Context: an optimization exercise on an open-source flow, tuned for small area, a short achievable clock period and few clock cycles per item. The choices shown serve that exercise and are no tape-out recipe.
Function was checked by simulation only, so behaviour that the tests miss may differ from the original.
Power figures rest on the tool's default switching activity, not on a simulated workload.

## proof_emul
module proof_emul #(
  parameter int BMAX = 256
) (
  input  logic            clk_i,
  input  logic            arst_ni,
  input  logic            istr_i,
  input  logic [BMAX-1:0] modp_i,
  input  logic [BMAX-1:0] opa_i,
  input  logic [BMAX-1:0] opb_i,
  output logic            busy_o,
  output logic            vlid_o,
  output logic            ierr_o,
  output logic [BMAX-1:0] prod_o
);
For scale: about 1300 flip-flops, roughly 1000 I/O pins, about 0.074 mm² of cells after synthesis.
clock: 17.5 ns
lec_check: 0
cap_margin: 20
core_margin: 2
core_utilization: 40
slew_margin: 20
run.sh (not shown) runs the stock make flow with config.mk's settings and CLKGATE_MAP_FILE= SYNTH_SCRIPT=/design/flow/synth_recipe.tcl, a recipe that flattens the netlist after the stock synthesis.
Testbench counts at the start, summed over its fixed seeds: cycles 26,287, items 192.
Edit:
==> flow/flow/run.sh (new file) <==
#!/bin/bash
# Standard ORFS layout, with the port buffers made of buf_2 cells instead of the
# default cell that buffer_ports picks. Full make output goes to make_finish.log.
set -euo pipefail
export BUFFER_PORTS_ARGS="-buffer_cell sky130_fd_sc_hd__buf_2"
bash standard.sh finish > make_finish.log 2>&1
==> flow/standard.sh (new file) <==
#!/bin/bash
# synth_recipe.tcl (not shown) runs the flow's synth.tcl, then flattens the netlist and writes it again
# the make line also repeats each setting of config.mk as NAME=value (left out here)
make -C /OpenROAD-flow-scripts/flow DESIGN_CONFIG=/design/flow/config.mk WORK_HOME=/design/flow/orfs CLKGATE_MAP_FILE= SYNTH_SCRIPT=/design/flow/synth_recipe.tcl "${@:-finish}"
- GPL_TIMING_DRIVEN: default -> 0
removed: flow/run.sh
Non-clock buffer count grows by 617.
Via count grows by 10%.
Maximum frequency shrinks by 25%.
Power grows by 4.1%.
First-iteration DRC count grows by 46%.
Cell area shrinks by 2.0%.
Edit:
==> flow/run.sh (new file) <==
#!/bin/bash
# synth_recipe.tcl (not shown) runs the flow's synth.tcl, then flattens the netlist and writes it again
# the make line also repeats each setting of config.mk as NAME=value (left out here)
make -C /OpenROAD-flow-scripts/flow DESIGN_CONFIG=/design/flow/config.mk WORK_HOME=/design/flow/orfs CLKGATE_MAP_FILE= SYNTH_SCRIPT=/design/flow/synth_recipe.tcl finish
removed: flow/flow/run.sh
removed: flow/standard.sh
=> The new run finished clean. Clock skew went down by 6.8 ps. Global-route usage increases by 0.25 points. Via count falls by 0.79%. First-iteration DRC count decreases by 4.5%. Count of clock-buffer cells in the layout fell by 11. Setup slack gains 1000 ps. Cell count barely changes. Design area increases by 6.1%. Area after synthesis is unchanged. Routed wire length climbs by 0.82%.

========
proof_emul, a different RTL version from the one above (not shown whole).
For scale: about 6300 cells after synthesis, roughly 1000 I/O pins, ~77000 sq um of cells after synthesis.
Settings: LEC_CHECK=0, CAP_MARGIN=20, CORE_MARGIN=2, CORE_UTILIZATION=40, CTS_CLUSTER_DIAMETER=100, CTS_CLUSTER_SIZE=24, PLACE_DENSITY=0.75, SLEW_MARGIN=20; clock period 17.5 ns.
standard.sh (not shown) runs the stock make flow with config.mk's settings and CLKGATE_MAP_FILE= SYNTH_SCRIPT=/design/flow/synth_recipe.tcl, a recipe that flattens the netlist after the stock synthesis.
==> flow/flow/run.sh <==
#!/bin/bash
# The standard ORFS layout (standard.sh), with two changes to how it is made:
#  - the port buffers are sky130_fd_sc_hd__buf_1 cells (buffer_ports' -buffer_cell);
#  - the flow's own repair_timing steps (after CTS and after global routing) are
#    asked for a larger setup slack margin, so that they size and buffer the
#    design for a shorter period than the constraint's. The SDC is unchanged.
# The full make output goes to make_finish.log; ORFS keeps each step's log under orfs/logs.
set -euo pipefail
export BUFFER_PORTS_ARGS="-buffer_cell sky130_fd_sc_hd__buf_1"
export SETUP_SLACK_MARGIN=12.5
bash standard.sh finish > make_finish.log 2>&1
Testbench counts at the start, summed over its fixed seeds: cycles 26,287, items 192.
Then changed:
--- a/flow/flow/run.sh
+++ b/flow/flow/run.sh
@@ -2,3 +2,3 @@
 # The standard ORFS layout (standard.sh), with two changes to how it is made:
-#  - the port buffers are sky130_fd_sc_hd__buf_1 cells (buffer_ports' -buffer_cell);
+#  - the port buffers are sky130_fd_sc_hd__buf_2 cells (buffer_ports' -buffer_cell);
 #  - the flow's own repair_timing steps (after CTS and after global routing) are
@@ -8,3 +8,3 @@
 set -euo pipefail
-export BUFFER_PORTS_ARGS="-buffer_cell sky130_fd_sc_hd__buf_1"
+export BUFFER_PORTS_ARGS="-buffer_cell sky130_fd_sc_hd__buf_2"
 export SETUP_SLACK_MARGIN=12.5
CTS_BUF_LIST = sky130_fd_sc_hd__clkbuf_4 sky130_fd_sc_hd__clkbuf_8 sky130_fd_sc_hd__clkbuf_16   (was default)
CTS_CLUSTER_DIAMETER = default   (was 100)
CTS_CLUSTER_SIZE = default   (was 24)
PLACE_DENSITY = default   (was 0.75)
Total power is higher by 12%.
Count of clock-buffer cells in the layout went up by 122.
Final area increases by 5.3%.
Utilization increases by 2.4 points.
Routed wire length went down by about 2%.
Maximum frequency climbs by about 0.3%.
Critical path depth came out higher by 4.
Cell count increases by 1.7%.
Global-route usage came out lower by 0.36 points.
Then changed:
CORE_UTILIZATION = 75   (was 40)
CTS_BUF_LIST = default   (was sky130_fd_sc_hd__clkbuf_4 sky130_fd_sc_hd__clkbuf_8 sky130_fd_sc_hd__clkbuf_16)
Outcome: The changed run finished with timing, DRC and antenna clean; sequential share of layout area climbs by 1.0 points; maximum frequency drops by a few percent; flip-flop and latch count does not change; power drops slightly; design area drops by a few percent; wire length drops by a few percent; via count climbs by a little under a tenth; hold slack hardly moves; synthesized area stays the same; utilization climbs by 39 points; sequential power hardly moves.

========
proof_emul, a different RTL version from the one above (not shown whole).
Size: ~6,300 cells after synthesis, about 1,400 flip-flops.
Settings: LEC_CHECK=0, CAP_MARGIN=20, CORE_MARGIN=2, CORE_UTILIZATION=40, SLEW_MARGIN=20; clock period 17.5 ns.
==> flow/flow/run.sh <==
#!/bin/bash
# The standard ORFS layout (standard.sh), with two changes to how it is made:
#  - the port buffers are sky130_fd_sc_hd__buf_2 cells (buffer_ports' -buffer_cell);
#  - the flow's own repair_timing steps (after CTS and after global routing) are
#    asked for a larger setup slack margin, so that they size and buffer the
#    design for a shorter period than the constraint's. The SDC is unchanged.
# The full make output goes to make_finish.log; ORFS keeps each step's log under orfs/logs.
set -euo pipefail
export BUFFER_PORTS_ARGS="-buffer_cell sky130_fd_sc_hd__buf_2"
export SETUP_SLACK_MARGIN=12.8
bash standard.sh finish > make_finish.log 2>&1
The starting point ran to the end with no violations.
Testbench counts at the start, summed over its fixed seeds: cycles 26,406, items 192.
Change:
CORE_UTILIZATION = 60   (was 40)
Result: The new run completed without violations. Critical path depth does not change. Setup slack improved by 0.092 ns. Power drops by 0.85%. Clock skew drops by 0.025 ns. Synthesized area is unchanged. Worst hold slack got worse by 0.0045 ns. Clock-buffer cell count drops by 4. Design area drops by 1.4%. Maximum frequency climbs by 1.9%. First-iteration DRC count climbs by 21%.
Change:
--- a/flow/flow/run.sh
+++ b/flow/flow/run.sh
@@ -9,3 +9,3 @@
 export BUFFER_PORTS_ARGS="-buffer_cell sky130_fd_sc_hd__buf_2"
-export SETUP_SLACK_MARGIN=12.8
+export SETUP_SLACK_MARGIN=12.5
 bash standard.sh finish > make_finish.log 2>&1
CORE_UTILIZATION = 40   (was 60)
What happened: Via count goes down by about 3.7%. Worst setup slack loses 0.11 ns. Wire length increases by 4.4%. Die area went up by about 50%. Total power came out lower by about 4.6%. Worst hold slack loses 0.0034 ns. Final cell count goes up by 7.9%. Flip-flop and latch count stays the same.

re-timing with driven ports:
The results above use ideal ports. As a check the final layouts listed here were re-extracted and re-timed, cells and wires unchanged. Step 1, drivers: a clkbuf_16 drives clk_i and a buf_2 each remaining input, both assumed. Step 2, shift: input delay + t, output delay - t, t = (earliest + latest rising clock arrival at the registers) / 2. This alone moves slack from input paths to output paths. Slacks: ideal / step 1 / step 2; pairs: ideal / step 1.
| run | shift t [ns] | setup slack, ns | worst register clock-pin slew, ns | worst data-port slew with drivers (ns) |
|---|---|---|---|---|
| the first run of note 1 | 0.893 | 10.189 / 10.189 / 9.838 | 0.07 / 0.07 | 0.24 |
| the second run of note 1 | 0.923 | 7.813 / 7.813 / 7.813 | 0.07 / 0.07 | 0.14 |
| the third run of note 1 | 0.924 | 8.811 / 8.811 / 8.417 | 0.07 / 0.07 | 0.15 |
| the first run of note 2 | 0.850 | 12.517 / 12.426 / 11.738 | 0.11 / 0.11 | 0.36 |
| the second run of note 2 | 0.907 | 12.532 / 12.442 / 11.670 | 0.07 / 0.07 | 0.25 |
| the third run of note 2 | 0.875 | 12.338 / 12.338 / 11.617 | 0.07 / 0.07 | 0.29 |
| the first run of note 3 | 0.901 | 12.537 / 12.449 / 11.854 | 0.07 / 0.07 | 0.23 |
| the second run of note 3 | 0.881 | 12.629 / 12.539 / 11.939 | 0.07 / 0.07 | 0.21 |
| the third run of note 3 | 0.909 | 12.520 / 12.425 / 11.663 | 0.07 / 0.07 | 0.20 |
After both steps setup and hold are still met in every run listed. The setup slack of the second run of note 2, which loses most, moves by -0.090 ns with the drivers and by -0.862 ns with both steps.
